Background: an optimization exercise with open tools, aiming at small area, a short achievable clock period and few clock cycles per item. Do not read the settings as production practice. Only simulation tests tie the RTL to the original design; equivalence was not proved. Power is estimated from default activity; no workload was simulated.

==> design/flow/design.v <==
package gcm_pkg;
  localparam int BLOCK_W = 128;
  typedef enum logic [1:0] {
    ST_IDLE,
    ST_RUN,
    ST_DRAIN,
    ST_FIN
  } state_e;
  function automatic logic [BLOCK_W-1:0] inc_s(
    input logic [BLOCK_W-1:0] cb,
    input int                 s
  );
    logic [BLOCK_W-1:0] m;
    if (s >= BLOCK_W) m = '1;
    else              m = (128'd1 << s) - 128'd1;
    inc_s = (cb & ~m) | ((cb + 128'd1) & m);
  endfunction
  function automatic logic [BLOCK_W-1:0] mask_tail(
    input logic [BLOCK_W-1:0] blk,
    input logic [7:0]         nbits
  );
    logic [BLOCK_W-1:0] m;
    if (nbits >= 8'd128) m = '1;
    else                 m = ~({BLOCK_W{1'b1}} >> nbits);
    mask_tail = blk & m;
  endfunction
endpackage
module gctr_fifo #(
  parameter int WIDTH = 128,
  parameter int DEPTH = 4,
  localparam int AW   = $clog2(DEPTH)
) (
  input  logic             clk,
  input  logic             rst,
  input  logic             push_i,
  input  logic [WIDTH-1:0] din_i,
  input  logic             pop_i,
  output logic [WIDTH-1:0] dout_o,
  output logic             full_o,
  output logic             empty_o,
  output logic [AW:0]      count_o
);
  logic [WIDTH-1:0] mem_q [DEPTH];
  logic [AW-1:0]    wr_q, wr_d;
  logic [AW-1:0]    rd_q, rd_d;
  logic [AW:0]      cnt_q, cnt_d;
  logic             push_ok;
  logic             pop_ok;
  assign full_o  = (cnt_q == (AW+1)'(DEPTH));
  assign empty_o = (cnt_q == '0);
  assign count_o = cnt_q;
  assign dout_o  = mem_q[rd_q];
  assign push_ok = push_i && !full_o;
  assign pop_ok  = pop_i && !empty_o;
  always_comb begin
    wr_d  = wr_q;
    rd_d  = rd_q;
    cnt_d = cnt_q;
    if (push_ok) begin
      wr_d  = wr_q + AW'(1);
      cnt_d = cnt_d + (AW+1)'(1);
    end
    if (pop_ok) begin
      rd_d  = rd_q + AW'(1);
      cnt_d = cnt_d - (AW+1)'(1);
    end
  end
  always_ff @(posedge clk or posedge rst) begin
    if (rst) begin
      wr_q  <= '0;
      rd_q  <= '0;
      cnt_q <= '0;
    end else begin
      wr_q  <= wr_d;
      rd_q  <= rd_d;
      cnt_q <= cnt_d;
    end
  end
  always_ff @(posedge clk) begin
    if (push_ok) mem_q[wr_q] <= din_i;
  end
endmodule
module gctr_stream #(
  parameter int S         = 32,
  parameter int LEN_WIDTH = 32,
  parameter int DEPTH     = 4
) (
  input  logic                 clk,
  input  logic                 rst,
  input  logic                 start,
  input  logic [127:0]         icb_in,
  input  logic [LEN_WIDTH-1:0] msg_len_bits,
  input  logic                 din_valid,
  output logic                 din_ready,
  input  logic [127:0]         din,
  output logic                 aes_req_valid,
  input  logic                 aes_req_ready,
  output logic [127:0]         aes_req_block,
  input  logic                 aes_rsp_valid,
  input  logic [127:0]         aes_rsp_block,
  output logic                 dout_valid,
  input  logic                 dout_ready,
  output logic [127:0]         dout,
  output logic                 dout_last,
  output logic [7:0]           dout_nbits,
  output logic                 busy,
  output logic                 done,
  output logic                 err
);
  localparam int BW = LEN_WIDTH - 6;
  localparam int CW = $clog2(DEPTH) + 1;
  localparam int OW = gcm_pkg::BLOCK_W + 1 + 8;
  localparam logic [CW-1:0] DEPTH_C = CW'(DEPTH);
  gcm_pkg::state_e         state_q, state_d;
  logic [127:0]   cb_q, cb_d;
  logic [BW-1:0]  nblk_q, nblk_d;
  logic [BW-1:0]  acc_q, acc_d;
  logic [BW-1:0]  rsp_q, rsp_d;
  logic [6:0]     rem_q, rem_d;
  logic           err_q, err_d;
  logic [BW-1:0]  nblk_in;
  logic           accept;
  logic           rsp_ok;
  logic           stray;
  logic           rsp_last;
  logic [7:0]     y_nbits;
  logic [127:0]   y;
  logic           opop;
  logic [127:0]   x_head;
  logic           dfull, dempty;
  logic [CW-1:0]  dcnt;
  logic [OW-1:0]  o_head;
  logic           ofull, oempty;
  logic [CW-1:0]  ocnt;
  logic [CW-1:0]  inflight;
  assign nblk_in = {1'b0, msg_len_bits[LEN_WIDTH-1:7]}
                 + {{(BW-1){1'b0}}, |msg_len_bits[6:0]};
  assign inflight      = dcnt + ocnt;
  assign aes_req_valid = din_ready && din_valid;
  assign aes_req_block = cb_q;
  assign accept        = aes_req_valid;
  assign rsp_ok   = aes_rsp_valid && !dempty;
  assign stray    = aes_rsp_valid && dempty;
  assign rsp_last = (rsp_q == nblk_q - BW'(1));
  assign y_nbits  = (rsp_last && rem_q != 7'd0) ? {1'b0, rem_q} : 8'd128;
  assign y        = gcm_pkg::mask_tail(x_head ^ aes_rsp_block, y_nbits);
  assign dout_valid = !oempty;
  assign dout       = oempty ? '0 : o_head[127:0];
  assign dout_nbits = oempty ? '0 : o_head[135:128];
  assign dout_last  = oempty ? 1'b0 : o_head[136];
  assign opop       = dout_valid && dout_ready;
  assign err        = err_q;
  gctr_fifo #(.WIDTH(gcm_pkg::BLOCK_W), .DEPTH(DEPTH)) u_dfifo (
    .clk     (clk),
    .rst     (rst),
    .push_i  (accept),
    .din_i   (din),
    .pop_i   (rsp_ok),
    .dout_o  (x_head),
    .full_o  (dfull),
    .empty_o (dempty),
    .count_o (dcnt)
  );
  gctr_fifo #(.WIDTH(OW), .DEPTH(DEPTH)) u_ofifo (
    .clk     (clk),
    .rst     (rst),
    .push_i  (rsp_ok && !ofull),
    .din_i   ({rsp_last, y_nbits, y}),
    .pop_i   (opop),
    .dout_o  (o_head),
    .full_o  (ofull),
    .empty_o (oempty),
    .count_o (ocnt)
  );
  always_ff @(posedge clk or posedge rst) begin
    if (rst) begin
      state_q <= gcm_pkg::ST_IDLE;
      cb_q    <= '0;
      nblk_q  <= '0;
      acc_q   <= '0;
      rsp_q   <= '0;
      rem_q   <= '0;
      err_q   <= 1'b0;
    end else begin
      state_q <= state_d;
      cb_q    <= cb_d;
      nblk_q  <= nblk_d;
      acc_q   <= acc_d;
      rsp_q   <= rsp_d;
      rem_q   <= rem_d;
      err_q   <= err_d;
    end
  end
  always_comb begin
    state_d = state_q;
    cb_d    = cb_q;
    nblk_d  = nblk_q;
    acc_d   = acc_q;
    rsp_d   = rsp_ok ? rsp_q + BW'(1) : rsp_q;
    rem_d   = rem_q;
    unique case (state_q)
      gcm_pkg::ST_IDLE: begin
        if (start) begin
          cb_d    = icb_in;
          nblk_d  = nblk_in;
          rem_d   = msg_len_bits[6:0];
          acc_d   = '0;
          rsp_d   = '0;
          state_d = (nblk_in == '0) ? gcm_pkg::ST_FIN : gcm_pkg::ST_RUN;
        end
      end
      gcm_pkg::ST_RUN: begin
        if (accept) begin
          cb_d  = gcm_pkg::inc_s(cb_q, S);
          acc_d = acc_q + BW'(1);
          if (acc_q == nblk_q - BW'(1)) state_d = gcm_pkg::ST_DRAIN;
        end
      end
      gcm_pkg::ST_DRAIN: begin
        if (opop && dout_last) state_d = gcm_pkg::ST_FIN;
      end
      gcm_pkg::ST_FIN: state_d = gcm_pkg::ST_IDLE;
      default: state_d = gcm_pkg::ST_IDLE;
    endcase
  end
  always_comb begin
    err_d = err_q;
    if (state_q == gcm_pkg::ST_IDLE && start) err_d = 1'b0;
    if (stray) err_d = 1'b1;
  end
  always_comb begin
    din_ready = 1'b0;
    busy      = 1'b0;
    done      = 1'b0;
    unique case (state_q)
      gcm_pkg::ST_IDLE:  ;
      gcm_pkg::ST_RUN: begin
        busy      = 1'b1;
        din_ready = aes_req_ready && (inflight < DEPTH_C) && !dfull;
      end
      gcm_pkg::ST_DRAIN: busy = 1'b1;
      gcm_pkg::ST_FIN: begin
        busy = 1'b1;
        done = 1'b1;
      end
      default: ;
    endcase
  end
endmodule
==> design/flow/run.sh <==
#!/bin/bash
# synth_recipe.tcl (not shown) runs the flow's synth.tcl, then flattens the netlist and writes it again
# the make line also repeats each setting of config.mk as NAME=value (left out here)
make -C /OpenROAD-flow-scripts/flow DESIGN_CONFIG=/design/flow/config.mk WORK_HOME=/design/flow/orfs CLKGATE_MAP_FILE= SYNTH_SCRIPT=/design/flow/synth_recipe.tcl finish
==> design/flow/config.mk <==
export PLATFORM = sky130hd
export DESIGN_NAME = gctr_stream
export DESIGN_NICKNAME = gctr_stream
export VERILOG_FILES = /design/flow/design.v
export SDC_FILE = /design/flow/constraint.sdc
export NUM_CORES = 4
export LEC_CHECK = 0
export CAP_MARGIN = 20
export CORE_MARGIN = 2
export CORE_UTILIZATION = 40
export SLEW_MARGIN = 20
==> design/flow/constraint.sdc <==
create_clock -name core_clock -period 5.5 [get_ports {clk}]
set_input_delay 1.1000 -clock core_clock [delete_from_list [all_inputs] [get_ports {clk}]]
set_output_delay 1.1000 -clock core_clock [all_outputs]
set_load 0.01 [all_outputs]
==> results.txt <==
* Count of distinct cell types in the synthesized netlist at 84
* Post-detailed-route DRC marker count at 0
* Average wire per standard cell at 29.2 um
* Area of the core at 138,000 um2
* Most frequent standard cell in the layout excluding fill and tap cells: sky130_fd_sc_hd__edfxtp_1
* 1st-iter DRT viols at 3,854
* Endpoints failing setup at 0
* Class of the tightest hold or removal check: flip-flop to flip-flop
* Fraction of final layout cells sized beyond drive strength 1 at 14.7%
* Die outline area at 142,000 um2
* Syn_nets at 4,080
* First-pass GRT wire length at 257,000 um
* Per-instance average area after synthesis at 15.3 um2
* Post-Route WL at about 180,000 um
* IO Port Bufs at between 600 and 700
* Required time at the worst-slack endpoint at 4400 ps
* Num rows at between 100 and 150
* Period utilization at a little over four fifths
* Post-synth top flop: sky130_fd_sc_hd__edfxtp_1
* Number of routed nets with antenna violations at 0
* Setup repair after global routing missed its margin: false
* Average vias per placed instance at 5.62
* Type of element capturing the critical path: primary output
* Sequential area share after synthesis at 67.6%
* Post-synthesis instance area at roughly 56,000 um2
* Clock-pin slew on the worst setup and hold paths at 60 ps
* Number of setup buffers added after CTS at 0
* HPWL after detailed placement at 133,000 um
* Top library cells by usage in the layout, fill and taps aside: sky130_fd_sc_hd__edfxtp_1, sky130_fd_sc_hd__clkdlybuf4s50_1, sky130_fd_sc_hd__nand2_1
* # resized after CTS at 0
* Number of CTS-inserted buffers at 141
* Max_cap viols at 0
* Initial core utilization at about two fifths
* Total Neg Setup Slack at 0 ps
* 1st-pass router iterations at 5
* CTS tree: yes
* Power Total at 40,600 uW
* Largest vdd supply drop at 0.539 mV
* Clock sink count at between 1,000 and 1,500
* Kind of start point of the critical path: flip-flop
* Die extent in y at 377 um
* Largest buffer count on any clock path at 3
* Number of warnings printed during yosys synthesis at 3
* Leakage power total at between 0.02 and 0.025 uW
* Final Hold Viols at 0
* Clock latency reported for the late side of the worst-skew pair at 810 ps
* Top-level port count at 694
* Via count of the first global-routing pass at 34,700
* Worst-margin pin slew at 1210 ps
* Count of fill cells added during filler insertion at 11,600
* Max-slew violations at 0
* Antenna violations before repair at 69
* Post-Route Utilization at just over 50%
* Maximum number of pins on one net before global-route repair at 138
* Time the final worst path needs with I/O delays and setup at 4670 ps
* Max Freq at 0.214 GHz
* Hold_buf cts at 0
* Vias at 35,200
* CP Max Fanout at 15
* Die width at 377 um
* Combined global-route utilization of all metal layers at between 20% and 30%
* Final Skew at 73.5 ps
* CTS H-tree lvls at 4
* Worst slew slack as a fraction of its limit at 18.5%
* Seq cells post-synth at 1,290
* Post-synthesis async set-or-reset flop share at 17.8%
* Post-layout nets at 4,797
* Classification of the worst setup path: flip-flop to primary output
* Outcome: complete, no violations
* CTS Root Buffer Type: sky130_fd_sc_hd__clkbuf_16
* Area Growth Syn to Fin at 25.6%
* Data arrival time of the critical path at about 3600 ps
* Global route total overflow at 0
* EDFF count, synth at 1,060
* Instance count of the mapped netlist at about 3,600
* Final weighted congestion in routability-driven placement at 0.896
* Power density cells at 582 nW/um2
cells in the mapped netlist, types with 32 or more instances:
master	count	area, um2
sky130_fd_sc_hd__a21oi_1	132	661
sky130_fd_sc_hd__a31oi_1	35	219
sky130_fd_sc_hd__and2_1	164	1030
sky130_fd_sc_hd__buf_1	50	188
sky130_fd_sc_hd__clkbuf_1	157	589
sky130_fd_sc_hd__dfrtp_1	230	5760
sky130_fd_sc_hd__edfxtp_1	1060	31800
sky130_fd_sc_hd__inv_1	38	143
sky130_fd_sc_hd__mux4_2	265	5970
sky130_fd_sc_hd__nand2_1	351	1320
sky130_fd_sc_hd__nand3_1	180	901
sky130_fd_sc_hd__nand4_1	32	200
sky130_fd_sc_hd__nor2_1	125	469
sky130_fd_sc_hd__nor3_1	66	330
sky130_fd_sc_hd__nor4_1	33	206
sky130_fd_sc_hd__o21ai_0	99	495
sky130_fd_sc_hd__xnor2_1	190	1660
sky130_fd_sc_hd__xor2_1	70	613
logic make-up after synthesis:
family,count (synthesis),synth area share [%]
flops,1290,67.6
fa+ha+maj,27,0.607
mux,284,11.1
compound gates,394,4.36
simple gates,1103,10.1
xor+xnor,268,4.41
buf+inv,264,1.90
per-stage QoR:
stage                     cells  worst slack (ps)  hold WS (ps)  area [um2]
after floorplan            3630              89.5           497       55600
after global placement     5994              -184           449       65100
after detailed placement   5996               421           456       65100
after CTS                  6254               764           467       69800
after global routing       6267               585           485       69900
final                      6271               830           464       69900
final cells by class:
cell class / instances / area (um2) / share of cell area, %
clock inverter: 76 / 891 / 1.27
multi-input combinational: 2076 / 17100 / 24.4
sequential: 1290 / 37600 / 53.8
clock buffer: 182 / 3780 / 5.41
inverter: 40 / 155 / 0.222
timing repair buffer: 798 / 8080 / 11.6
antenna: 15 / 37.5 / 0.0537
tap: 1794 / 2240 / 3.21
final timing paths:
path	to	from	cells past startpoint	slack (ps)
setup / recovery	aes_req_valid	u_dfifo.cnt_q[1]	6	830
hold / removal	cb_q[90]	cb_q[90]	2	460
setup reg to reg	u_ofifo.mem_q[0][114]	nblk_q[0]	10	890
hold reg to reg	cb_q[90]	cb_q[90]	2	460
max in group asynchronous	u_ofifo.rd_q[1]	rst	3	3770
min in group asynchronous	cb_q[75]	rst	3	770
critical path, cell delays in order, from the launching register on:
cell and delay [ps]:
sky130_fd_sc_hd__dfrtp_1 440, sky130_fd_sc_hd__ha_1 300, sky130_fd_sc_hd__a31oi_1 90, sky130_fd_sc_hd__xnor2_1 560, sky130_fd_sc_hd__mux2i_1 490, sky130_fd_sc_hd__buf_4 330
sky130_fd_sc_hd__clkdlybuf4s50_1 590
registers in the layout (all words and copies together), names as in the netlist:
register / cells
rem_q: 7
state_q: 2
u_ofifo.mem_q: 548
u_ofifo.cnt_q: 3
rsp_q: 26
nblk_q: 26
acc_q: 26
u_ofifo.rd_q: 2
u_ofifo.wr_q: 2
u_dfifo.wr_q: 2
u_dfifo.mem_q: 512
err_q: 1
cb_q: 128
u_dfifo.cnt_q: 3
u_dfifo.rd_q: 2
metal layers:
layer | global-route usage (%) | vias to the layer above | share of wire [%]
met4 | 6.31 | 68 | 2.1
met2 | 39.5 | 1640 | 46
li1 | - | 15400 | -
met3 | 7.67 | 260 | 10
met1 | 35.7 | 17900 | 41
met5 | 1.34 | - | 0.39
power breakdown:
part	internal, uW	total, uW	switching [uW]
Clock	5450	9470	4020
Sequential	13200	14600	1340
Combinational	7010	16600	9620
Total	25700	40600	15000
Testbench counts, summed over its fixed seeds: cycles 38,020, blocks 9,940.

-- port drivers added, routing unchanged --
The results above use ideal ports. As a check the final layout listed here was re-extracted and re-timed, cells and wires unchanged. Step 1 (the two cells are an assumption about what drives the block):
set clk [get_ports {clk}]
set_driving_cell -lib_cell sky130_fd_sc_hd__clkbuf_16 $clk
set_driving_cell -lib_cell sky130_fd_sc_hd__buf_2 [delete_from_list [all_inputs] $clk]
Step 2 times the ports against the registers' clock, not the clock port: input delays grow and output delays shrink by t, the midpoint of the rising clock arrivals with the driver on. Three values: ideal ports, drivers, drivers and shift; two values: the first two.
t (ns): 0.851
setup WS [ns]: 0.830 / 0.753 / 0.251
worst hold slack (ns): 0.464 / 0.464 / 0.464
worst setup path at the end: input to register
After both steps setup and hold are still met in this run. The setup slack of this run moves by -0.077 ns with the drivers and by -0.579 ns with both steps.
